What follows belongs to an exercise in optimizing a design on an open flow for small area, a short achievable clock period and few clock cycles; a production flow would make more cautious choices. Only simulation tests tie the RTL to the original design; equivalence was not proved.

$ cat flow/design.v
`timescale 1ns / 1ps
package rstk_pkg;
	localparam logic [1:0] CMD_SEND  = 2'd0;
	localparam logic [1:0] CMD_ACK   = 2'd1;
	localparam logic [1:0] CMD_OTHER = 2'd2;
	localparam logic [1:0] CMD_TICK  = 2'd3;
	localparam logic [3:0] KIND_SENT      = 4'd0;
	localparam logic [3:0] KIND_FULL      = 4'd1;
	localparam logic [3:0] KIND_NOT_EST   = 4'd2;
	localparam logic [3:0] KIND_REDUNDANT = 4'd3;
	localparam logic [3:0] KIND_ACKED     = 4'd4;
	localparam logic [3:0] KIND_ACTIVITY  = 4'd5;
	localparam logic [3:0] KIND_RESEND    = 4'd6;
	localparam logic [3:0] KIND_HEARTBEAT = 4'd7;
	localparam logic [3:0] KIND_DEAD      = 4'd8;
	localparam logic [3:0] KIND_SCAN_DONE = 4'd9;
	localparam logic [1:0] REG_IS_SERVER = 2'd0;
	localparam logic [1:0] REG_LINK      = 2'd1;
	localparam logic [1:0] REG_DEAD      = 2'd2;
	localparam logic [1:0] REG_HEARTBEAT = 2'd3;
	localparam logic [31:0] DEAD_RESET      = 32'd3600000;
	localparam logic [31:0] HEARTBEAT_RESET = 32'd240000;
	localparam logic [31:0] RTT_RESET       = 32'd20;
	localparam logic [34:0] RECIP5_MUL      = 35'h6_6666_6667;
	localparam int          RECIP5_SH       = 37;
	localparam int          DIV_W           = 35;
	localparam int          TIME_W          = 48;
	typedef enum logic [1:0] {
		SLOT_ZERO,
		SLOT_IDX,
		SLOT_ACK
	} slot_sel_t;
	typedef struct packed {
		logic      latch;
		logic      idx_from_ptr;
		logic      idx_step;
		logic      alloc;
		logic      mod_start;
		logic      mod_rd;
		logic      sample_cap;
		logic      sum_start;
		logic      ack_fin;
		logic      gap_cap;
		logic      dead_clr;
		logic      scan_init;
		logic      scan_rd;
		logic      scan_wr;
		logic      emit;
		logic [3:0] kind;
		slot_sel_t slot_sel;
		logic      last;
	} rstk_cmd_t;
	typedef struct packed {
		logic [1:0] cmd;
		logic       link;
		logic       full;
		logic       idx_busy;
		logic       ack_busy;
		logic       div_busy;
		logic       dead_hit;
		logic       hb_hit;
		logic       scan_hit;
		logic       idx_last;
		logic       can_emit;
	} rstk_stat_t;
endpackage
`timescale 1ns / 1ps
module retransmit_slot_tracker
#(
	parameter int SLOTS = 32
) (
	input  logic        clk,
	input  logic        arst_n,
	input  logic        cfg_we,
	input  logic [1:0]  cfg_index,
	input  logic [31:0] cfg_data,
	input  logic        in_valid,
	output logic        in_ready,
	input  logic [1:0]  command,
	input  logic [15:0] ack_number,
	input  logic [47:0] now_ms,
	output logic        out_valid,
	input  logic        out_ready,
	output logic [3:0]  result_kind,
	output logic [4:0]  slot_index,
	output logic [31:0] smoothed_rtt_ms,
	output logic [31:0] min_rtt_ms,
	output logic        last_result
);
	localparam int N = 32;
	function automatic logic [64:0] padd(input logic [63:0] a, input logic [63:0] b, input logic cin);
		logic [63:0] g, p, gg, pp;
		logic [64:0] c;
		g = a & b;
		p = a ^ b;
		gg = g;
		pp = p;
		for (int l = 0; l < 6; l++) begin
			for (int i = 0; i < 64; i++) begin
				if (((i >> l) & 1) == 1) begin
					gg[i] = gg[i] | (pp[i] & gg[((i >> l) << l) - 1]);
					pp[i] = pp[i] & pp[((i >> l) << l) - 1];
				end
			end
		end
		c[0] = cin;
		for (int i = 0; i < 64; i++) c[i + 1] = gg[i] | (pp[i] & cin);
		padd = {c[64], p ^ c[63:0]};
	endfunction
	function automatic logic [31:0] lowbit(input logic [31:0] x);
		logic [31:0] po;
		po = x;
		for (int d = 1; d < 32; d = d * 2) po = po | (po << d);
		lowbit = x & ~(po << 1);
	endfunction
	function automatic logic [64:0] pcarry(input logic [63:0] a, input logic [63:0] b);
		logic [63:0] gg, pp;
		gg = a & b;
		pp = a | b;
		for (int l = 0; l < 6; l++) begin
			for (int i = 0; i < 64; i++) begin
				if (((i >> l) & 1) == 1) begin
					gg[i] = gg[i] | (pp[i] & gg[((i >> l) << l) - 1]);
					pp[i] = pp[i] & pp[((i >> l) << l) - 1];
				end
			end
		end
		pcarry = {gg, 1'b0};
	endfunction
	function automatic logic le64(input logic [63:0] a, input logic [63:0] b);
		logic [63:0] g, p;
		g = b & ~a;
		p = b | ~a;
		for (int l = 0; l < 6; l++) begin
			for (int i = 0; i < 32; i++) begin
				if (i < (32 >> l)) begin
					g[i] = g[2*i + 1] | (p[2*i + 1] & g[2*i]);
					p[i] = p[2*i + 1] & p[2*i];
				end
			end
		end
		le64 = g[0] | p[0];
	endfunction
	function automatic logic [2:0] m5(input logic [3:0] v);
		case (v)
			4'd0: m5 = 3'd0;
			4'd1: m5 = 3'd1;
			4'd2: m5 = 3'd2;
			4'd3: m5 = 3'd3;
			4'd4: m5 = 3'd4;
			4'd5: m5 = 3'd0;
			4'd6: m5 = 3'd1;
			4'd7: m5 = 3'd2;
			4'd8: m5 = 3'd3;
			4'd9: m5 = 3'd4;
			4'd10: m5 = 3'd0;
			4'd11: m5 = 3'd1;
			4'd12: m5 = 3'd2;
			4'd13: m5 = 3'd3;
			4'd14: m5 = 3'd4;
			4'd15: m5 = 3'd0;
			default: m5 = 3'd0;
		endcase
	endfunction
	function automatic logic [2:0] a5(input logic [5:0] v);
		case (v)
			6'd0: a5 = 3'd0;
			6'd1: a5 = 3'd1;
			6'd2: a5 = 3'd2;
			6'd3: a5 = 3'd3;
			6'd4: a5 = 3'd4;
			6'd5: a5 = 3'd0;
			6'd6: a5 = 3'd0;
			6'd7: a5 = 3'd0;
			6'd8: a5 = 3'd1;
			6'd9: a5 = 3'd2;
			6'd10: a5 = 3'd3;
			6'd11: a5 = 3'd4;
			6'd12: a5 = 3'd0;
			6'd13: a5 = 3'd0;
			6'd14: a5 = 3'd0;
			6'd15: a5 = 3'd0;
			6'd16: a5 = 3'd2;
			6'd17: a5 = 3'd3;
			6'd18: a5 = 3'd4;
			6'd19: a5 = 3'd0;
			6'd20: a5 = 3'd1;
			6'd21: a5 = 3'd0;
			6'd22: a5 = 3'd0;
			6'd23: a5 = 3'd0;
			6'd24: a5 = 3'd3;
			6'd25: a5 = 3'd4;
			6'd26: a5 = 3'd0;
			6'd27: a5 = 3'd1;
			6'd28: a5 = 3'd2;
			6'd29: a5 = 3'd0;
			6'd30: a5 = 3'd0;
			6'd31: a5 = 3'd0;
			6'd32: a5 = 3'd4;
			6'd33: a5 = 3'd0;
			6'd34: a5 = 3'd1;
			6'd35: a5 = 3'd2;
			6'd36: a5 = 3'd3;
			6'd37: a5 = 3'd0;
			6'd38: a5 = 3'd0;
			6'd39: a5 = 3'd0;
			6'd40: a5 = 3'd0;
			6'd41: a5 = 3'd0;
			6'd42: a5 = 3'd0;
			6'd43: a5 = 3'd0;
			6'd44: a5 = 3'd0;
			6'd45: a5 = 3'd0;
			6'd46: a5 = 3'd0;
			6'd47: a5 = 3'd0;
			6'd48: a5 = 3'd0;
			6'd49: a5 = 3'd0;
			6'd50: a5 = 3'd0;
			6'd51: a5 = 3'd0;
			6'd52: a5 = 3'd0;
			6'd53: a5 = 3'd0;
			6'd54: a5 = 3'd0;
			6'd55: a5 = 3'd0;
			6'd56: a5 = 3'd0;
			6'd57: a5 = 3'd0;
			6'd58: a5 = 3'd0;
			6'd59: a5 = 3'd0;
			6'd60: a5 = 3'd0;
			6'd61: a5 = 3'd0;
			6'd62: a5 = 3'd0;
			6'd63: a5 = 3'd0;
			default: a5 = 3'd0;
		endcase
	endfunction
	function automatic logic [3:0] q5(input logic [6:0] v);
		case (v)
			7'd0: q5 = 4'd0;
			7'd1: q5 = 4'd0;
			7'd2: q5 = 4'd0;
			7'd3: q5 = 4'd0;
			7'd4: q5 = 4'd0;
			7'd5: q5 = 4'd1;
			7'd6: q5 = 4'd1;
			7'd7: q5 = 4'd1;
			7'd8: q5 = 4'd1;
			7'd9: q5 = 4'd1;
			7'd10: q5 = 4'd2;
			7'd11: q5 = 4'd2;
			7'd12: q5 = 4'd2;
			7'd13: q5 = 4'd2;
			7'd14: q5 = 4'd2;
			7'd15: q5 = 4'd3;
			7'd16: q5 = 4'd3;
			7'd17: q5 = 4'd3;
			7'd18: q5 = 4'd3;
			7'd19: q5 = 4'd3;
			7'd20: q5 = 4'd4;
			7'd21: q5 = 4'd4;
			7'd22: q5 = 4'd4;
			7'd23: q5 = 4'd4;
			7'd24: q5 = 4'd4;
			7'd25: q5 = 4'd5;
			7'd26: q5 = 4'd5;
			7'd27: q5 = 4'd5;
			7'd28: q5 = 4'd5;
			7'd29: q5 = 4'd5;
			7'd30: q5 = 4'd6;
			7'd31: q5 = 4'd6;
			7'd32: q5 = 4'd6;
			7'd33: q5 = 4'd6;
			7'd34: q5 = 4'd6;
			7'd35: q5 = 4'd7;
			7'd36: q5 = 4'd7;
			7'd37: q5 = 4'd7;
			7'd38: q5 = 4'd7;
			7'd39: q5 = 4'd7;
			7'd40: q5 = 4'd8;
			7'd41: q5 = 4'd8;
			7'd42: q5 = 4'd8;
			7'd43: q5 = 4'd8;
			7'd44: q5 = 4'd8;
			7'd45: q5 = 4'd9;
			7'd46: q5 = 4'd9;
			7'd47: q5 = 4'd9;
			7'd48: q5 = 4'd9;
			7'd49: q5 = 4'd9;
			7'd50: q5 = 4'd10;
			7'd51: q5 = 4'd10;
			7'd52: q5 = 4'd10;
			7'd53: q5 = 4'd10;
			7'd54: q5 = 4'd10;
			7'd55: q5 = 4'd11;
			7'd56: q5 = 4'd11;
			7'd57: q5 = 4'd11;
			7'd58: q5 = 4'd11;
			7'd59: q5 = 4'd11;
			7'd60: q5 = 4'd12;
			7'd61: q5 = 4'd12;
			7'd62: q5 = 4'd12;
			7'd63: q5 = 4'd12;
			7'd64: q5 = 4'd12;
			7'd65: q5 = 4'd13;
			7'd66: q5 = 4'd13;
			7'd67: q5 = 4'd13;
			7'd68: q5 = 4'd13;
			7'd69: q5 = 4'd13;
			7'd70: q5 = 4'd14;
			7'd71: q5 = 4'd14;
			7'd72: q5 = 4'd14;
			7'd73: q5 = 4'd14;
			7'd74: q5 = 4'd14;
			7'd75: q5 = 4'd15;
			7'd76: q5 = 4'd15;
			7'd77: q5 = 4'd15;
			7'd78: q5 = 4'd15;
			7'd79: q5 = 4'd15;
			7'd80: q5 = 4'd0;
			7'd81: q5 = 4'd0;
			7'd82: q5 = 4'd0;
			7'd83: q5 = 4'd0;
			7'd84: q5 = 4'd0;
			7'd85: q5 = 4'd0;
			7'd86: q5 = 4'd0;
			7'd87: q5 = 4'd0;
			7'd88: q5 = 4'd0;
			7'd89: q5 = 4'd0;
			7'd90: q5 = 4'd0;
			7'd91: q5 = 4'd0;
			7'd92: q5 = 4'd0;
			7'd93: q5 = 4'd0;
			7'd94: q5 = 4'd0;
			7'd95: q5 = 4'd0;
			7'd96: q5 = 4'd0;
			7'd97: q5 = 4'd0;
			7'd98: q5 = 4'd0;
			7'd99: q5 = 4'd0;
			7'd100: q5 = 4'd0;
			7'd101: q5 = 4'd0;
			7'd102: q5 = 4'd0;
			7'd103: q5 = 4'd0;
			7'd104: q5 = 4'd0;
			7'd105: q5 = 4'd0;
			7'd106: q5 = 4'd0;
			7'd107: q5 = 4'd0;
			7'd108: q5 = 4'd0;
			7'd109: q5 = 4'd0;
			7'd110: q5 = 4'd0;
			7'd111: q5 = 4'd0;
			7'd112: q5 = 4'd0;
			7'd113: q5 = 4'd0;
			7'd114: q5 = 4'd0;
			7'd115: q5 = 4'd0;
			7'd116: q5 = 4'd0;
			7'd117: q5 = 4'd0;
			7'd118: q5 = 4'd0;
			7'd119: q5 = 4'd0;
			7'd120: q5 = 4'd0;
			7'd121: q5 = 4'd0;
			7'd122: q5 = 4'd0;
			7'd123: q5 = 4'd0;
			7'd124: q5 = 4'd0;
			7'd125: q5 = 4'd0;
			7'd126: q5 = 4'd0;
			7'd127: q5 = 4'd0;
			default: q5 = 4'd0;
		endcase
	endfunction
	function automatic logic [31:0] div5s(input logic [35:0] a, input logic [35:0] b);
		logic [64:0] c;
		logic [35:0] x, q;
		logic [26:0] m;
		logic [29:0] r;
		c = pcarry(64'(a), 64'(b));
		x = a ^ b ^ c[35:0];
		for (int j = 0; j < 9; j++) m[3*j +: 3] = a5({m5(a[4*j +: 4]), m5(b[4*j +: 4])});
		for (int k = 1; k < 9; k = k * 2) begin
			for (int j = 0; j < 9; j++) begin
				if (j + k < 9) m[3*j +: 3] = a5({m[3*j +: 3], m[3*(j + k) +: 3]});
			end
		end
		r[29:27] = 3'd0;
		for (int j = 1; j < 9; j++) r[3*j +: 3] = a5({m[3*j +: 3], 2'b00, c[4*j]});
		r[2:0] = 3'd0;
		for (int j = 0; j < 9; j++) q[4*j +: 4] = q5({r[3*(j + 1) +: 3], x[4*j +: 4]});
		div5s = q[31:0];
	endfunction
	function automatic logic [31:0] sample(input logic [64:0] d);
		if (!d[48] || (d[47:0] == '0)) sample = 32'd1;
		else if (d[47:32] != '0) sample = 32'hFFFF_FFFF;
		else sample = d[31:0];
	endfunction
	logic              is_server_q, link_q;
	logic [31:0]       dead_q, hb_q;
	logic [N-1:0]      busy_q;
	logic [47:0]       sent_q [N];
	logic [47:0]       due_q [N];
	logic [4:0]        ptr_q;
	logic [31:0]       rtt_q, rmin_q;
	logic [47:0]       last_act_q;
	logic              v1_q;
	logic [1:0]        c1_q;
	logic [4:0]        a1_q;
	logic [N-1:0]      a1oh_q;
	logic [47:0]       t1_q;
	logic              v2_q;
	logic [1:0]        c2_q;
	logic [4:0]        a2_q;
	logic [N-1:0]      a2oh_q;
	logic [47:0]       t2_q;
	logic [31:0]       s2_q;
	logic              dead2_q, hb2_q;
	logic [N-1:0]      h2_q;
	logic              vr_q, lr_q;
	logic [3:0]        kr_q;
	logic [4:0]        sr_q;
	logic              vo_q, lo_q;
	logic [3:0]        ko_q;
	logic [4:0]        so_q;
	logic [31:0]       rtto_q, mino_q;
	logic ocan, rcan, go2, done2, emit2, mv12, take;
	assign ocan  = !vo_q || out_ready;
	assign rcan  = !vr_q || ocan;
	assign mv12  = v1_q && (!v2_q || done2);
	assign in_ready = !v1_q || !v2_q || done2;
	assign take  = in_valid && in_ready;
	logic          full, would_alloc, ack_hit, tick_scan, tick_hit;
	logic [N-1:0]  free_v, free_hi, w_oh, hv, p_oh, ptr_mask;
	logic [4:0]    w_idx, p_idx;
	logic [47:0]   due_rd, due_wd;
	logic [3:0]    kind2;
	logic [4:0]    slot2;
	logic          last2;
	assign full   = &busy_q;
	assign free_v = ~busy_q;
	always_comb begin
		for (int i = 0; i < N; i++) ptr_mask[i] = (5'(i) >= ptr_q);
	end
	assign free_hi = free_v & ptr_mask;
	assign w_oh = (free_hi != '0) ? lowbit(free_hi) : lowbit(free_v);
	always_comb begin
		w_idx = '0;
		for (int i = 0; i < N; i++) if (w_oh[i]) w_idx = w_idx | 5'(i);
	end
	assign would_alloc = v2_q && (c2_q == rstk_pkg::CMD_SEND) && link_q && !full;
	assign ack_hit     = (busy_q & a2oh_q) != '0;
	assign tick_scan   = (c2_q == rstk_pkg::CMD_TICK) && !dead2_q && !hb2_q;
	assign hv          = h2_q & busy_q;
	assign tick_hit    = tick_scan && (hv != '0);
	assign p_oh        = lowbit(hv);
	always_comb begin
		p_idx = '0;
		for (int i = 0; i < N; i++) if (p_oh[i]) p_idx = p_idx | 5'(i);
	end
	always_comb begin
		due_rd = '0;
		for (int i = 0; i < N; i++) due_rd = due_rd | (due_q[i] & {48{p_oh[i]}});
	end
	logic              wb_v_q;
	logic [N-1:0]      wb_oh_q, fwd_oh;
	logic [47:0]       rd_q;
	logic [64:0] send_sum, tick_sum;
	logic [47:0] send_due, tick_due, cs_s, cs_c, rtt48, half48;
	assign rtt48    = 48'(rtt_q);
	assign half48   = 48'(rtt_q[31:1]);
	assign cs_s     = rd_q ^ rtt48 ^ half48;
	assign cs_c     = ((rd_q & rtt48) | (rd_q & half48) | (rtt48 & half48)) << 1;
	assign tick_sum = padd(64'(cs_s), 64'(cs_c), 1'b0);
	assign tick_due = tick_sum[47:0];
	assign send_sum = padd(64'(t2_q), 64'(rtt_q), 1'b0);
	assign send_due = send_sum[47:0];
	assign due_wd   = wb_v_q ? tick_due : send_due;
	assign fwd_oh   = (wb_v_q ? wb_oh_q : '0) | (would_alloc ? w_oh : '0);
	always_comb begin
		kind2 = rstk_pkg::KIND_ACTIVITY;
		slot2 = '0;
		last2 = 1'b1;
		emit2 = go2;
		done2 = go2;
		case (c2_q)
			rstk_pkg::CMD_SEND: begin
				if (!link_q) kind2 = rstk_pkg::KIND_NOT_EST;
				else if (full) kind2 = rstk_pkg::KIND_FULL;
				else begin
					kind2 = rstk_pkg::KIND_SENT;
					slot2 = w_idx;
				end
			end
			rstk_pkg::CMD_ACK: begin
				if (ack_hit) begin
					kind2 = rstk_pkg::KIND_ACKED;
					slot2 = a2_q;
				end else begin
					kind2 = rstk_pkg::KIND_REDUNDANT;
				end
			end
			rstk_pkg::CMD_OTHER: kind2 = rstk_pkg::KIND_ACTIVITY;
			default: begin
				if (dead2_q) kind2 = rstk_pkg::KIND_DEAD;
				else if (hb2_q) kind2 = link_q ? rstk_pkg::KIND_HEARTBEAT : rstk_pkg::KIND_NOT_EST;
				else if (tick_hit) begin
					kind2 = rstk_pkg::KIND_RESEND;
					slot2 = p_idx;
					last2 = 1'b0;
					emit2 = go2 && link_q;
					done2 = 1'b0;
				end else begin
					kind2 = rstk_pkg::KIND_SCAN_DONE;
				end
			end
		endcase
	end
	assign go2 = v2_q && rcan;
	logic [47:0]  sent_rd;
	logic         fwd_ack;
	logic [31:0]  s1;
	logic [47:0]  gap;
	logic         dead1, hb1;
	logic [N-1:0] a1_oh, h1;
	always_comb begin
		a1_oh = a1oh_q;
		sent_rd = '0;
		for (int i = 0; i < N; i++) sent_rd = sent_rd | (sent_q[i] & {48{a1_oh[i]}});
	end
	assign fwd_ack = would_alloc && ((w_oh & a1_oh) != '0);
	logic [47:0] sent_n, t2_n, last_n;
	logic [64:0] sub_a, sub_b, sub_g;
	assign sent_n = ~sent_rd;
	assign t2_n   = ~t2_q;
	assign last_n = ~last_act_q;
	assign sub_a  = padd(64'(t1_q), 64'(sent_n), 1'b1);
	assign sub_b  = padd(64'(t1_q), 64'(t2_n), 1'b1);
	assign s1     = fwd_ack ? sample(sub_b) : sample(sub_a);
	logic g_gt;
	assign sub_g = padd(64'(t1_q), 64'(last_n), 1'b1);
	assign g_gt  = sub_g[48] && (sub_g[47:0] != '0);
	assign gap   = g_gt ? sub_g[47:0] : '0;
	assign dead1 = is_server_q && ((gap[47:32] != '0) || le64(64'(dead_q), 64'(gap[31:0])));
	assign hb1   = is_server_q && ((gap[47:32] != '0) || !le64(64'(gap[31:0]), 64'(hb_q)));
	logic fwd_due;
	assign fwd_due = le64(64'(due_wd), 64'(t1_q));
	always_comb begin
		for (int i = 0; i < N; i++) begin
			h1[i] = fwd_oh[i] ? fwd_due : le64(64'(due_q[i]), 64'(t1_q));
		end
	end
	logic [31:0]  new_min;
	assign new_min = le64(64'(rmin_q), 64'(rtt_q)) ? rmin_q : rtt_q;
	logic [N-1:0] busy_d;
	logic [31:0]  rtt_new;
	assign rtt_new = div5s(36'({rtt_q, 2'b00}), 36'(s2_q));
	always_comb begin
		busy_d = busy_q;
		if (go2) begin
			case (c2_q)
				rstk_pkg::CMD_SEND: if (would_alloc) busy_d = busy_q | w_oh;
				rstk_pkg::CMD_ACK:  busy_d = busy_q & ~a2oh_q;
				rstk_pkg::CMD_TICK: if (dead2_q) busy_d = '0;
				default: ;
			endcase
		end
	end
	always_ff @(posedge clk or negedge arst_n) begin
		if (!arst_n) begin
			is_server_q <= 1'b1;
			link_q      <= 1'b0;
			dead_q      <= rstk_pkg::DEAD_RESET;
			hb_q        <= rstk_pkg::HEARTBEAT_RESET;
			busy_q      <= '0;
			ptr_q       <= '0;
			rtt_q       <= rstk_pkg::RTT_RESET;
			rmin_q      <= rstk_pkg::RTT_RESET;
			last_act_q  <= '0;
			v1_q        <= 1'b0;
			v2_q        <= 1'b0;
			vr_q        <= 1'b0;
			vo_q        <= 1'b0;
			wb_v_q      <= 1'b0;
		end else begin
			wb_v_q <= go2 && tick_hit;
			if (cfg_we) begin
				case (cfg_index)
					rstk_pkg::REG_IS_SERVER: is_server_q <= cfg_data[0];
					rstk_pkg::REG_LINK:      link_q      <= cfg_data[0];
					rstk_pkg::REG_DEAD:      dead_q      <= cfg_data;
					default:                 hb_q        <= cfg_data;
				endcase
			end
			if (take && (command == rstk_pkg::CMD_ACK || command == rstk_pkg::CMD_OTHER)) begin
				last_act_q <= now_ms;
			end
			if (take) v1_q <= 1'b1;
			else if (mv12) v1_q <= 1'b0;
			if (mv12) v2_q <= 1'b1;
			else if (done2) v2_q <= 1'b0;
			busy_q <= busy_d;
			if (go2 && would_alloc) ptr_q <= w_idx + 5'd1;
			if (go2 && (c2_q == rstk_pkg::CMD_ACK) && ack_hit) rtt_q <= rtt_new;
			if (emit2) vr_q <= 1'b1;
			else if (ocan) vr_q <= 1'b0;
			if (ocan) begin
				vo_q <= vr_q;
				if (vr_q) rmin_q <= new_min;
			end
		end
	end
	always_ff @(posedge clk) begin
		if (take) begin
			c1_q <= command;
			a1_q <= ack_number[4:0];
			for (int i = 0; i < N; i++) a1oh_q[i] <= (ack_number[4:0] == 5'(i));
			t1_q <= now_ms;
		end
		if (mv12) begin
			c2_q    <= c1_q;
			a2_q    <= a1_q;
			a2oh_q  <= a1oh_q;
			t2_q    <= t1_q;
			s2_q    <= s1;
			dead2_q <= dead1;
			hb2_q   <= hb1;
			h2_q    <= h1;
		end else if (go2 && tick_hit) begin
			h2_q <= h2_q & ~p_oh;
		end
		for (int i = 0; i < N; i++) begin
			if (go2 && would_alloc && w_oh[i]) sent_q[i] <= t2_q;
			if ((go2 && would_alloc && w_oh[i]) || (wb_v_q && wb_oh_q[i])) due_q[i] <= due_wd;
		end
		wb_oh_q <= p_oh;
		rd_q    <= due_rd;
		if (emit2) begin
			kr_q <= kind2;
			sr_q <= slot2;
			lr_q <= last2;
		end
		if (ocan && vr_q) begin
			ko_q   <= kr_q;
			so_q   <= sr_q;
			lo_q   <= lr_q;
			rtto_q <= rtt_q;
			mino_q <= new_min;
		end
	end
	assign out_valid       = vo_q;
	assign result_kind     = ko_q;
	assign slot_index      = so_q;
	assign smoothed_rtt_ms = rtto_q;
	assign min_rtt_ms      = mino_q;
	assign last_result     = lo_q;
endmodule
$ cat flow/run.sh
#!/bin/bash
# synth_recipe.tcl (not shown) runs the flow's synth.tcl, then flattens the netlist and writes it again
# the make line also repeats each setting of config.mk as NAME=value (left out here)
make -C /OpenROAD-flow-scripts/flow DESIGN_CONFIG=/design/flow/config.mk WORK_HOME=/design/flow/orfs CLKGATE_MAP_FILE= SYNTH_SCRIPT=/design/flow/synth_recipe.tcl finish
$ cat flow/config.mk
export PLATFORM = sky130hd
export DESIGN_NAME = retransmit_slot_tracker
export DESIGN_NICKNAME = retransmit_slot_tracker
export VERILOG_FILES = /design/flow/design.v
export SDC_FILE = /design/flow/constraint.sdc
export NUM_CORES = 4
export LEC_CHECK = 0
export CAP_MARGIN = 20
export CORE_MARGIN = 2
export CORE_UTILIZATION = 40
export SLEW_MARGIN = 20
$ cat flow/constraint.sdc
create_clock -name core_clock -period 10.0 [get_ports {clk}]
set_input_delay 2.0000 -clock core_clock [delete_from_list [all_inputs] [get_ports {clk}]]
set_output_delay 2.0000 -clock core_clock [all_outputs]
set_load 0.01 [all_outputs]
==> flow_summary_export.csv, run 1 <==
group,metric,value,unit
clock_tree,cts.root.buffer_cell,"clkbuf_16",
layout,multi_input_area,0.06603,sq mm
worst_setup_path,worstPathRequired,8.00,ns
clock_tree,cts_tree,"yes",
timing,setup_violations,0,
timing,worst_pin_slew,1.297,ns
clock_tree,clk_latency,1.02,ns
timing,drv_slew,0,
layout,drive_gt1_share,10.73,%
yosys,syn_area_per_cell,12.46,sq um
layout,seq_area,0.1095,sq mm
clock_tree,tritoncts.num_buffers,396,
clock_tree,clk_path_buf_depth,4,
route,via_per_inst,6.391,
worst_setup_path,slowest_delay,0.71,ns
min_path,hp-class,"reg -> reg",
die,io_pins,181,
worst_setup_path,reg2reg_slack,0.43,ns
yosys,syn_nets,15090,
run_status,run_status,"no timing/DRC/antenna violations",
worst_setup_path,critPathBufInv,1,
clock_tree,clkTransAtPathRegs,0.06,ns
layout,nNetsFinal,15360,
grt,grt_use_met1,37.08,%
placed_design,dp.cells,20360,
timing,fmax,102.0,MHz
worst_setup_path,path_cells,"a222oi_1, nand4_1, nor2_1, nand3_1, nor3_1, nand4_1, a21oi_1, nand2_1, a21oi_1, nand2_1, a21oi_1, nand2_1, a21oi_1, or4_1, nand2_1, nand3_1, clkdlybuf4s50_1",
yosys,synth_warnings,3,
layout,fillers,40650,
layout,design_area,0.2052,sq mm
worst_setup_path,end_kind,"output pin",
die,die_h,676.7,um
timing,final.setup_skew,0.09813,ns
route,wire_per_inst,31.16,um
grt,antenna_found_initial,30,
timing,setup_tns,0,ns
die,fp.dieW,676.7,um
yosys,synth_cells,14530,
route,via_count,134900,
grt,overflow,0,
min_path,hold_start,"sr_q[1]",
layout,area_delta_synth_final,13.40,%
yosys,ys_top_cells_by_area,"edfxtp_1, maj3_1, a22oi_1",
yosys,synth-seq-cells,3717,
timing,finalHoldViolations,0,
worst_setup_path,critPathMaxFanout,12,
route,drc,0,
placed_design,place_ws,0.5834,ns
route,first_iter_violations,18760,
worst_setup_path,r2r-start,"a1oh_q[31]",
flow_run,max_cap_viol_count,0,
grt,use_met2,42.87,%
yosys,synth_cell_type_count,102,
timing,setup_slack,0.2001,ns
grt,grt_pass1_vias,128300,
timing,rsz0062_at_grt,"false",
yosys,ys_seq_area_share,60.52,%
yosys,synth_edf_count,3396,
placed_design,dpl.hpwl,446500,um
route,final_antenna_net_count,0,
layout,layoutNonFillerInstCount,21110,
grt,grt_pass1_wl,926200,um
grt,met3_usage,5.875,%
worst_setup_path,slowest_stage,"dfrtp_1",
placed_design,placed_area,0.1918,sq mm
yosys,async_reset_ff_share,5.919,%
grt,grt_max_degree,98,
timing,slew_headroom,12.76,%
worst_setup_path,crit_family,"simple AND/OR/NAND/NOR gates",
route,first_pass_iters,10,
yosys,synth_top_area_share,56.35,%
worst_setup_path,cp_data_arrival_time,7.80,ns
yosys,synth_area,0.1810,sq mm
die,initial_core_util,40.08,%
worst_setup_path,critPathLaunchType,"register",
worst_setup_path,critPathKind,"reg -> out",
grt,grt_use_total,27.53,%
yosys,synth.largest_area_cell,"edfxtp_1",
worst_setup_path,r2r_cells,31,
min_path,hold_end,"so_q[1]",
grt,grt-busiest-layer,"met2",
die,core_area,0.4515,sq mm
min_path,hold_depth,0,
route,wirelength,657800,um
worst_setup_path,startpoint,"busy_q[1]",
yosys,synth_ff_type,"edfxtp_1",
timing,min_period,9.800,ns
die,rows,247,
clock_tree,cts_resized,0,
timing,fin_crit_sh,98.00,%
placed_design,io_buffers,169,
clock_tree,cts_num_sinks,3717,
placed_design,gp_congestion,0.9659,
die,die-area,0.4579,sq mm
clock_tree,postCtsHoldBufs,0,
clock_tree,h-tree-depth,5,
clock_tree,cts_setup_buffers,0,
-- metal layers --
| layer | part of all wire, % | wire, um |
|---|---|---|
| met1 | 40 | 262400 |
| met2 | 45 | 294400 |
| met3 | 10 | 67140 |
| met4 | 5.1 | 33750 |
| met5 | 0.014 | 95 |
-- metrics by stage --
stage | utilization [%] | hold slack (ns)
3_5_place_dp | 42.48 | 0.4052
5_1_grt | 45.45 | 0.4241
4_1_cts | 45.38 | 0.4159
2_1_floorplan | - | 0.4003
3_3_place_gp | 42.47 | 0.4024
6_report | 45.45 | 0.4141
-- kinds of logic after synthesis --
group | Yosys count | share of synthesized area [%]
AOI/OAI and AO/OA | 4401 | 17.78
buffers and inverters | 1629 | 3.396
DFF | 3717 | 60.52
and+or+nand+nor | 3183 | 8.547
xor gates and xnor gates | 226 | 1.094
muxes | 294 | 1.824
adders and majority gates | 1080 | 6.839
-- flip-flops by register name, indices dropped and copies added (netlist names), 5 cells and up, named ones only --
register	cells
h2_q	32
sent_q	1536
dead_q	32
due_q	1536
last_act_q	48
rtto_q	32
t2_q	48
ptr_q	5
rd_q	48
so_q	5
sr_q	5
mino_q	32
a1oh_q	32
rtt_q	32
wb_oh_q	32
hb_q	32
a2oh_q	32
s2_q	32
rmin_q	32
a1_q	5
t1_q	48
a2_q	5
busy_q	32
-- worst register-to-register path: cells and delay by family, from the launching register on --
family	cells	cell delay, ns
buffers and inverters	3	0.42
AOI/OAI and AO/OA	17	4.57
DFF	1	0.65
and+or+nand+nor	8	2.87
adders and majority gates	2	0.40
muxes	1	0.45
-- cells in the mapped netlist (all sizes together) (117+ instances only) --
library cell and n:
clkbuf 664, inv 786, dfrtp 197, o221ai 117
a22oi 690, a21o 131, a221oi 484, o21ai 588
nand2 1011, a22o 309, nor2 628, ha 411
a31oi 119, nand2b 156, a221o 121, mux2 166
xnor2 130, a222oi 179, buf 156, edfxtp 3396
nand4 256, nand3 275, nor3 243, o22ai 343
a21oi 554, maj3 624, nor2b 191
-- worst max path at each step --
stage / to / slack [ns] / cells past startpoint
floorplan: h2_q[23] / 1.83 / 29
finish: in_ready / 0.20 / 17
global placement: register / 0.65 / 30
detailed placement: register / 0.58 / 31
global route: in_ready / 0.04 / 17
CTS: in_ready / 0.49 / 17
-- cells in the final DEF (no fill, tap or decap), drive strengths merged, types with 156 or more instances in the layout --
| cell | netlist | final |
|---|---|---|
| clkbuf | 664 | 504 |
| dfrtp | 197 | 197 |
| a222oi | 179 | 179 |
| ha | 411 | 411 |
| a22oi | 690 | 690 |
| a221oi | 484 | 484 |
| mux2 | 166 | 166 |
| nand4 | 256 | 256 |
| buf | 156 | 521 |
| o21ai | 588 | 588 |
| nor2 | 628 | 628 |
| nor3 | 243 | 243 |
| nor2b | 191 | 191 |
| clkinv | 23 | 186 |
| nand2 | 1011 | 1011 |
| a21oi | 554 | 554 |
| maj3 | 624 | 624 |
| nand2b | 156 | 156 |
| clkdlybuf4s50 | 0 | 168 |
| inv | 786 | 783 |
| nand3 | 275 | 275 |
| a22o | 309 | 309 |
| edfxtp | 3396 | 3396 |
| o22ai | 343 | 343 |
-- cell type report --
| cell class | count | share of cell area, % |
|---|---|---|
| Clock inverter | 220 | 1.254 |
| Timing Repair Buffer | 693 | 2.917 |
| Inverter | 809 | 1.493 |
| Sequential cell | 3717 | 53.37 |
| Clock buffer | 500 | 5.130 |
| Tap cell | 5976 | 3.643 |
| Antenna cell | 14 | 0.01707 |
| Multi-Input combinational cell | 9184 | 32.17 |
Testbench counts, summed over its fixed seeds: cycles 4,153.
==> run 2, diff against run 1 <==
--- a/flow/config.mk
+++ b/flow/config.mk
@@ -7,5 +7,6 @@
 export LEC_CHECK = 0
 export CAP_MARGIN = 20
 export CORE_MARGIN = 2
-export CORE_UTILIZATION = 40
+export CORE_UTILIZATION = 50
+export SETUP_SLACK_MARGIN = 4
 export SLEW_MARGIN = 20
==> run 2 against run 1 <==
First-iteration DRC count up 13%. Critical path type is now reg -> reg. Critical path depth up 14. Flip-flop and latch count unchanged. Non-clock buffer count up 551. Worst hold slack better by 0.0060 ns. Area after synthesis unchanged. Global-route usage up 9.6 points. Die area down 20%. Worst setup slack better by 2.5 ns.
==> flow_summary_export.csv, run 2 <==
group,metric,value,unit
timing,final.setup_skew,0.1121,ns
placed_design,io_buffers,169,
run_status,run_status,"no timing/DRC/antenna violations",
yosys,synth_most_common_cell,"edfxtp_1",
worst_setup_path,critPathMaxFanout,6,
timing,setup_tns,0,ns
worst_setup_path,critPathLaunchType,"register",
timing,drv_slew,0,
grt,met3_usage,7.886,%
clock_tree,postCtsHoldBufs,0,
grt,grt_max_degree,130,
worst_setup_path,worstPathRequired,10.68,ns
clock_tree,tritoncts.num_buffers,395,
min_path,hp-class,"reg -> reg",
timing,setup_violations,0,
route,via_per_inst,6.944,
layout,final_cell_mix,"edfxtp_1, nand2_1, buf_4",
placed_design,gp_congestion,1.010,
grt,grt_pass1_wl,980000,um
layout,seq_area,0.1096,sq mm
grt,overflow,0,
layout,drive_gt1_share,19.10,%
yosys,ys_top_cells_by_area,"edfxtp_1, maj3_1, a22oi_1",
layout,design_area,0.2147,sq mm
worst_setup_path,slowest_stage,"dfstp_4",
yosys,synth_ff_type,"edfxtp_1",
route,wire_per_inst,34.23,um
die,die_h,605.6,um
route,final_antenna_net_count,0,
yosys,syn_nets,15090,
worst_setup_path,critPathKind,"reg -> reg",
die,io_pins,181,
yosys,syn_area_per_cell,12.46,sq um
clock_tree,h-tree-depth,5,
die,core_area,0.3598,sq mm
die,die-area,0.3668,sq mm
clock_tree,clk_path_buf_depth,4,
clock_tree,clkTransAtPathRegs,0.06,ns
layout,multi_input_area,0.07131,sq mm
yosys,synth_common_cells,"edfxtp_1, nand2_1, inv_1",
layout,reg_top3,"due_q (1536), sent_q (1536)",
yosys,synth.largest_area_cell,"edfxtp_1",
grt,grt_use_total,37.09,%
grt,antenna_found_initial,36,
yosys,synth_edf_count,3396,
timing,fin_crit_sh,72.97,%
placed_design,placed_area,0.1908,sq mm
route,first_pass_iters,10,
flow_run,max_cap_viol_count,0,
timing,worst_pin_slew,1.254,ns
placed_design,dpl.hpwl,460400,um
yosys,synth_top_area_share,56.35,%
timing,worst_hold_slack,0.4201,ns
timing,fmax,137.0,MHz
layout,nNetsFinal,15930,
layout,layoutNonFillerInstCount,20500,
route,drc,0,
yosys,synth_area,0.1810,sq mm
clock_tree,cts.root.buffer_cell,"clkbuf_16",
yosys,synth_cell_type_count,102,
route,wirelength,701600,um
yosys,synth_warnings,3,
grt,grt-busiest-layer,"met2",
die,rows,220,
layout,fillers,27910,
timing,finalHoldViolations,0,
yosys,async_reset_ff_share,5.919,%
timing,slew_headroom,14.22,%
yosys,ys_seq_area_share,60.52,%
grt,grt_use_met1,48.45,%
route,via_count,142300,
yosys,synth_cells,14530,
grt,grt_pass1_vias,136500,
die,initial_core_util,50.31,%
worst_setup_path,reg2reg_slack,2.70,ns
layout,area_delta_synth_final,18.63,%
placed_design,dp.cells,19130,
route,first_iter_violations,21130,
worst_setup_path,cp_data_arrival_time,7.98,ns
grt,use_met2,57.68,%
timing,min_period,7.297,ns
clock_tree,clk_latency,1.04,ns
worst_setup_path,end_kind,"register",
clock_tree,cts_num_sinks,3717,
timing,rsz0062_at_grt,"true",
yosys,synth-seq-cells,3717,
layout,final_common_cell,"edfxtp_1",
clock_tree,cts_tree,"yes",
worst_setup_path,slowest_delay,0.67,ns
die,fp.dieW,605.6,um
## run 2: timing repair
action,4_1_cts,5_1_grt
endpoints found under the setup margin,2090,1932
gates resized for setup,864,416
gates cloned,30,4
pin swaps,307,173
setup buffers,439,133
## run 2: cell families (layout without fill, tap and decap cells)
family	Yosys count	after routing	synth area share, %
AO/OA/AOI/OAI	4401	4405	17.78
XOR/XNOR	226	226	1.094
adder cells (fa/ha/maj)	1080	1080	6.839
buffers and inverters	1629	2785	3.396
flip-flops	3717	3717	60.52
multiplexers	294	295	1.824
other	0	23	0
AND/OR/NAND/NOR	3183	3191	8.547
## run 2: path summary, 6_finish.rpt
check	from	endpoint	cells past startpoint
min	sr_q[1]	so_q[1]	0
max reg2reg	rtt_q[4]	h2_q[12]	31
min reg2reg	sr_q[1]	so_q[1]	0
max in group asynchronous	arst_n	rtt_q[18]	2
max	rtt_q[4]	h2_q[12]	31
min in group asynchronous	arst_n	hb_q[20]	1
## run 2: layout make-up
| class | instances | area share (%) |
|---|---|---|
| Timing Repair Buffer | 1244 | 5.382 |
| Multi-Input combinational cell | 9197 | 33.21 |
| Tap cell | 4773 | 2.781 |
| Inverter | 809 | 1.548 |
| Antenna cell | 23 | 0.02681 |
| Sequential cell | 3717 | 51.05 |
| Clock inverter | 228 | 1.084 |
| Timing Repair inverter | 4 | 0.01224 |
| Clock buffer | 500 | 4.903 |
## run 2: critical path: cells and delay by family (launching register included)
family / cells / cell delay (ns)
compound gates: 14 / 2.63
fa+ha+maj: 5 / 1.84
buf+inv: 6 / 0.89
flops: 1 / 0.67
simple gates: 6 / 0.96
## run 2: routing by layer
layer	routed length (um)	part of all wire (%)
met1	260900	37
met2	313500	45
met3	78480	11
met4	48640	6.9
met5	143	0.020
## run 2: through the flow
stage / util (%) / worst slack (ns)
floorplan: - / 3.172
global placement: 53.02 / 1.218
detailed placement: 53.04 / 1.310
CTS: 58.79 / 2.757
global route: 59.67 / 2.472
finish: 59.68 / 2.703
==> run 3, diff against run 2 <==
--- a/flow/design.v
+++ b/flow/design.v
@@ -408,20 +408,27 @@
 	logic [47:0]       t2_q;
 	logic [31:0]       s2_q;
 	logic              dead2_q, hb2_q;
-	logic [N-1:0]      h2_q;
+	logic [N-1:0]      h2_q;      
+	logic              h2_nz_q;   
 	logic              vr_q, lr_q;
 	logic [3:0]        kr_q;
 	logic [4:0]        sr_q;
+	logic              wb_v_q;
+	logic [N-1:0]      wb_oh_q;
+	logic [47:0]       rd_q;
 	logic              vo_q, lo_q;
 	logic [3:0]        ko_q;
 	logic [4:0]        so_q;
 	logic [31:0]       rtto_q, mino_q;
-	logic ocan, rcan, go2, done2, emit2, mv12, take;
-	assign ocan  = !vo_q || out_ready;
-	assign rcan  = !vr_q || ocan;
-	assign mv12  = v1_q && (!v2_q || done2);
-	assign in_ready = !v1_q || !v2_q || done2;
-	assign take  = in_valid && in_ready;
+	logic ocan, go2, done2, emit2, mv12, take, s1_hold, emit_ok;
+	logic [1:0] fc_q;
+	logic       fh_q;
+	logic [41:0] fe_q [2];
+	assign emit_ok  = (fc_q == 2'd0) || ((fc_q == 2'd1) && !vr_q);
+	assign s1_hold  = wb_v_q && (c1_q == rstk_pkg::CMD_TICK);
+	assign mv12     = v1_q && (!v2_q || done2) && !s1_hold;
+	assign in_ready = !v1_q || ((!v2_q || done2) && !s1_hold);
+	assign take     = in_valid && in_ready;
 	logic          full, would_alloc, ack_hit, tick_scan, tick_hit;
 	logic [N-1:0]  free_v, free_hi, w_oh, hv, p_oh, ptr_mask;
 	logic [4:0]    w_idx, p_idx;
@@ -443,8 +450,8 @@
 	assign would_alloc = v2_q && (c2_q == rstk_pkg::CMD_SEND) && link_q && !full;
 	assign ack_hit     = (busy_q & a2oh_q) != '0;
 	assign tick_scan   = (c2_q == rstk_pkg::CMD_TICK) && !dead2_q && !hb2_q;
-	assign hv          = h2_q & busy_q;
-	assign tick_hit    = tick_scan && (hv != '0);
+	assign hv          = h2_q;
+	assign tick_hit    = tick_scan && h2_nz_q;
 	assign p_oh        = lowbit(hv);
 	always_comb begin
 		p_idx = '0;
@@ -454,9 +461,7 @@
 		due_rd = '0;
 		for (int i = 0; i < N; i++) due_rd = due_rd | (due_q[i] & {48{p_oh[i]}});
 	end
-	logic              wb_v_q;
-	logic [N-1:0]      wb_oh_q, fwd_oh;
-	logic [47:0]       rd_q;
+	logic [N-1:0]      fwd_oh;
 	logic [64:0] send_sum, tick_sum;
 	logic [47:0] send_due, tick_due, cs_s, cs_c, rtt48, half48;
 	assign rtt48    = 48'(rtt_q);
@@ -468,7 +473,19 @@
 	assign send_sum = padd(64'(t2_q), 64'(rtt_q), 1'b0);
 	assign send_due = send_sum[47:0];
 	assign due_wd   = wb_v_q ? tick_due : send_due;
-	assign fwd_oh   = (wb_v_q ? wb_oh_q : '0) | (would_alloc ? w_oh : '0);
+	assign fwd_oh   = would_alloc ? w_oh : '0;
+	logic [49:0] fa_a, fa_b, fa_c, fa_s, fa_y;
+	logic [64:0] fa_e;
+	logic        fwd_send;
+	logic [49:0] fa_m;
+	assign fa_a     = {2'b00, t1_q};
+	assign fa_b     = ~{2'b00, t2_q};
+	assign fa_c     = ~{18'd0, rtt_q};
+	assign fa_s     = fa_a ^ fa_b ^ fa_c;
+	assign fa_m     = (fa_a & fa_b) | (fa_a & fa_c) | (fa_b & fa_c);
+	assign fa_y     = {fa_m[48:0], 1'b1};
+	assign fa_e     = padd(64'(fa_s), 64'(fa_y), 1'b1);
+	assign fwd_send = send_sum[48] ? (fa_e[49:48] != 2'b10) : !fa_e[49];
 	always_comb begin
 		kind2 = rstk_pkg::KIND_ACTIVITY;
 		slot2 = '0;
@@ -508,7 +525,7 @@
 			end
 		endcase
 	end
-	assign go2 = v2_q && rcan;
+	assign go2 = v2_q && emit_ok;
 	logic [47:0]  sent_rd;
 	logic         fwd_ack;
 	logic [31:0]  s1;
@@ -535,15 +552,23 @@
 	assign gap   = g_gt ? sub_g[47:0] : '0;
 	assign dead1 = is_server_q && ((gap[47:32] != '0) || le64(64'(dead_q), 64'(gap[31:0])));
 	assign hb1   = is_server_q && ((gap[47:32] != '0) || !le64(64'(gap[31:0]), 64'(hb_q)));
-	logic fwd_due;
-	assign fwd_due = le64(64'(due_wd), 64'(t1_q));
 	always_comb begin
 		for (int i = 0; i < N; i++) begin
-			h1[i] = fwd_oh[i] ? fwd_due : le64(64'(due_q[i]), 64'(t1_q));
+			h1[i] = fwd_oh[i] ? fwd_send : le64(64'(due_q[i]), 64'(t1_q));
 		end
 	end
-	logic [31:0]  new_min;
-	assign new_min = le64(64'(rmin_q), 64'(rtt_q)) ? rmin_q : rtt_q;
+	logic        from_f, oload, r_to_out, r_to_f;
+	logic [41:0] osrc;
+	logic [31:0] new_min;
+	logic        f_tail;
+	assign ocan     = !vo_q || out_ready;
+	assign from_f   = fc_q != 2'd0;
+	assign oload    = ocan && (from_f || vr_q);
+	assign r_to_out = ocan && !from_f && vr_q;
+	assign r_to_f   = vr_q && !r_to_out;
+	assign osrc     = from_f ? fe_q[fh_q] : {kr_q, sr_q, lr_q, rtt_q};
+	assign new_min  = le64(64'(rmin_q), 64'(osrc[31:0])) ? rmin_q : osrc[31:0];
+	assign f_tail   = fh_q ^ fc_q[0];
 	logic [N-1:0] busy_d;
 	logic [31:0]  rtt_new;
 	assign rtt_new = div5s(36'({rtt_q, 2'b00}), 36'(s2_q));
@@ -574,6 +599,8 @@
 			vr_q        <= 1'b0;
 			vo_q        <= 1'b0;
 			wb_v_q      <= 1'b0;
+			fc_q        <= 2'd0;
+			fh_q        <= 1'b0;
 		end else begin
 			wb_v_q <= go2 && tick_hit;
 			if (cfg_we) begin
@@ -594,12 +621,11 @@
 			busy_q <= busy_d;
 			if (go2 && would_alloc) ptr_q <= w_idx + 5'd1;
 			if (go2 && (c2_q == rstk_pkg::CMD_ACK) && ack_hit) rtt_q <= rtt_new;
-			if (emit2) vr_q <= 1'b1;
-			else if (ocan) vr_q <= 1'b0;
-			if (ocan) begin
-				vo_q <= vr_q;
-				if (vr_q) rmin_q <= new_min;
-			end
+			vr_q <= emit2;
+			if (ocan) vo_q <= from_f || vr_q;
+			if (oload) rmin_q <= new_min;
+			fh_q <= fh_q ^ (ocan && from_f);
+			fc_q <= fc_q + {1'b0, r_to_f} - {1'b0, ocan && from_f};
 		end
 	end
 	always_ff @(posedge clk) begin
@@ -617,9 +643,11 @@
 			s2_q    <= s1;
 			dead2_q <= dead1;
 			hb2_q   <= hb1;
-			h2_q    <= h1;
+			h2_q    <= h1 & busy_d;
+			h2_nz_q <= (h1 & busy_d) != '0;
 		end else if (go2 && tick_hit) begin
-			h2_q <= h2_q & ~p_oh;
+			h2_q    <= h2_q & ~p_oh;
+			h2_nz_q <= (h2_q & ~p_oh) != '0;
 		end
 		for (int i = 0; i < N; i++) begin
 			if (go2 && would_alloc && w_oh[i]) sent_q[i] <= t2_q;
@@ -632,11 +660,9 @@
 			sr_q <= slot2;
 			lr_q <= last2;
 		end
-		if (ocan && vr_q) begin
-			ko_q   <= kr_q;
-			so_q   <= sr_q;
-			lo_q   <= lr_q;
-			rtto_q <= rtt_q;
+		if (r_to_f) fe_q[f_tail] <= {kr_q, sr_q, lr_q, rtt_q};
+		if (oload) begin
+			{ko_q, so_q, lo_q, rtto_q} <= osrc;
 			mino_q <= new_min;
 		end
 	end
--- a/flow/config.mk
+++ b/flow/config.mk
@@ -7,6 +7,6 @@
 export LEC_CHECK = 0
 export CAP_MARGIN = 20
 export CORE_MARGIN = 2
-export CORE_UTILIZATION = 50
-export SETUP_SLACK_MARGIN = 4
+export CORE_UTILIZATION = 60
+export SETUP_SLACK_MARGIN = 5
 export SLEW_MARGIN = 20
==> run 3 against run 2 <==
Flip-flop and latch count rose by 88. Critical path depth grew 1. Utilization increased by 14 points. Largest cell class unchanged.
==> flow_summary_export.csv, run 3 <==
group,metric,value,unit
route,first_iter_violations,27140,
worst_setup_path,critPathMaxFanout,6,
timing,rsz0062_at_grt,"true",
clock_tree,cts_num_sinks,3805,
placed_design,gp_congestion,1.007,
route,via_per_inst,7.399,
yosys,ys_top_cells_by_area,"edfxtp_1, maj3_1, ha_1",
yosys,synth_top_area_share,55.36,%
route,drc,0,
clock_tree,clk_path_buf_depth,4,
clock_tree,cts.root.buffer_cell,"clkbuf_16",
clock_tree,cts_tree,"yes",
die,die_h,565.0,um
timing,drv_slew,0,
timing,worst_hold_slack,0.4538,ns
route,first_pass_iters,13,
yosys,synth_cell_type_count,136,
timing,fin_crit_sh,66.69,%
grt,grt_pass1_vias,145400,
layout,drive_gt1_share,22.43,%
route,final_antenna_net_count,0,
run_status,run_status,"no timing/DRC/antenna violations",
yosys,synth_edf_count,3481,
die,initial_core_util,60.44,%
grt,grt_use_total,44.14,%
route,via_count,153800,
route,wirelength,743000,um
yosys,synth_cells,15150,
layout,final_common_cell,"edfxtp_1",
timing,fmax,149.9,MHz
grt,grt_max_degree,87,
worst_setup_path,slowest_delay,0.61,ns
flow_run,max_cap_viol_count,0,
yosys,syn_nets,15840,
yosys,synth_most_common_cell,"edfxtp_1",
layout,reg_top3,"due_q (1536), sent_q (1536), fe_q (84)",
clock_tree,tritoncts.num_buffers,389,
yosys,synth_warnings,3,
yosys,synth_common_cells,"edfxtp_1, nand2_1, a22oi_1",
layout,design_area,0.2295,sq mm
worst_setup_path,worstPathRequired,10.82,ns
die,fp.dieW,565.0,um
timing,slew_headroom,11.86,%
timing,worst_pin_slew,1.313,ns
worst_setup_path,path_common_cell,"buf_4",
clock_tree,h-tree-depth,5,
layout,fillers,19680,
yosys,syn_area_per_cell,12.47,sq um
timing,final.setup_skew,0.1460,ns
timing,setup_slack,3.331,ns
placed_design,placed_area,0.1974,sq mm
layout,nNetsFinal,16990,
grt,grt_pass1_wl,1016000,um
layout,final_cell_mix,"edfxtp_1, nand2_1, buf_4",
timing,setup_tns,0,ns
layout,finish.utilization,73.45,%
worst_setup_path,slowest_stage,"edfxtp_1",
die,core_area,0.3124,sq mm
timing,finalHoldViolations,0,
clock_tree,clk_latency,1.03,ns
timing,setup_violations,0,
yosys,synth-seq-cells,3805,
route,wire_per_inst,35.74,um
yosys,synth_ff_type,"edfxtp_1",
clock_tree,clkTransAtPathRegs,0.07,ns
layout,area_delta_synth_final,21.52,%
die,io_pins,181,
grt,antenna_found_initial,31,
placed_design,place_ws,2.166,ns
yosys,synth.largest_area_cell,"edfxtp_1",
worst_setup_path,cp_data_arrival_time,7.49,ns
die,rows,205,
yosys,async_reset_ff_share,5.861,%
timing,min_period,6.669,ns
grt,overflow,0,
placed_design,dpl.hpwl,461600,um
yosys,ys_seq_area_share,59.40,%
yosys,synth_area,0.1888,sq mm
placed_design,io_buffers,169,
die,die-area,0.3192,sq mm
worst_setup_path,critPathLaunchType,"register",
worst_setup_path,critPathKind,"reg -> reg",
min_path,hp-class,"reg -> reg",
worst_setup_path,end_kind,"register",
==> run 3: routing by layer <==
metal / routed length [um] / global-route usage [%] / vias to the layer above
met2: 321100 / 66.73 / 13190
li1: - / - / 62290
met3: 106600 / 11.12 / 2881
met4: 61690 / 28.03 / 18
met1: 253500 / 57.16 / 75430
met5: 110 / 0 / -
==> run 3: per-stage QoR <==
stage / instances
2_1_floorplan: 15150
3_3_place_gp: 19060
3_5_place_dp: 19060
4_1_cts: 20460
5_1_grt: 20770
6_report: 20790
==> run 3: area by class of cell <==
| class | instances | area [sq um] | area share (%) |
|---|---|---|---|
| repair inverters | 2 | 21.27 | 0.009269 |
| multi-input cells | 9817 | 79540 | 34.66 |
| repair buffers | 1574 | 16530 | 7.203 |
| diodes | 17 | 42.54 | 0.01854 |
| clock inverters | 220 | 2530 | 1.103 |
| well taps | 4140 | 5180 | 2.257 |
| inverters | 713 | 2975 | 1.297 |
| clock buffers | 500 | 10400 | 4.532 |
| flip-flops and latches | 3805 | 112300 | 48.92 |
==> run 3: kinds of logic after synthesis <==
group / synth area share (%)
compound gates: 17.19
flops: 59.40
simple gates: 9.441
buf+inv: 3.171
fa+ha+maj: 7.833
mux: 1.940
xor+xnor: 1.029
==> run 3: worst paths after layout <==
check | start | endpoint | slack (ns) | cells after the start
min in group asynchronous | arst_n | rtt_q[29] | 1.09 | 1
max in group asynchronous | arst_n | rtt_q[10] | 7.26 | 2
max | a1oh_q[15] | register | 3.33 | 32
max reg2reg | a1oh_q[15] | register | 3.33 | 32
min | a1_q[0] | a2_q[0] | 0.45 | 0
min reg2reg | a1_q[0] | a2_q[0] | 0.45 | 0
==> run 3: worst max-delay path, delay by kind of cell (launching register included) <==
kind	cells	cell delay, ns
AOI/OAI and AO/OA	15	2.89
buffers and inverters	9	1.36
and+or+nand+nor	6	0.98
DFF	1	0.61
muxes	1	0.30
adders and majority gates	1	0.28
==> run 3: what timing repair did <==
action / 4_1_cts / 5_1_grt
pin swaps: 556 / 516
cloned: 66 / 27
gates resized for setup: 1511 / 736
hold buffers: 0 / 0
setup endpoints to repair: 3380 / 2680
setup buffers: 610 / 284
Testbench counts of run 3, summed over its fixed seeds: cycles 4,191.

[afterwards: timing with drivers on the ports]
The flow's constraints put no driver on any port. The routed layouts listed below were extracted and timed again, unchanged, in two steps.
Step 1 (the two cells are an assumption about what drives the block):
set clk [get_ports {clk}]
set_driving_cell -lib_cell sky130_fd_sc_hd__clkbuf_16 $clk
set_driving_cell -lib_cell sky130_fd_sc_hd__buf_2 [delete_from_list [all_inputs] $clk]
Step 2 also shifts input and output timing later by t, the mid clock arrival at the registers, as if the neighbouring blocks saw the same clock.
Three values: ideal, step 1, step 2; two values: the first two.
run | t (ns) | setup WS [ns] | worst hold slack (ns)
run 1 | 1.092 | 0.200 / 0.084 / 0.433 | 0.414 / 0.414 / 0.414
run 2 | 1.083 | 2.703 / 2.703 / 2.703 | 0.420 / 0.420 / 0.420
run 3 | 1.060 | 3.331 / 3.331 / 3.331 | 0.454 / 0.454 / 0.454
After both steps every run listed still meets setup and hold.
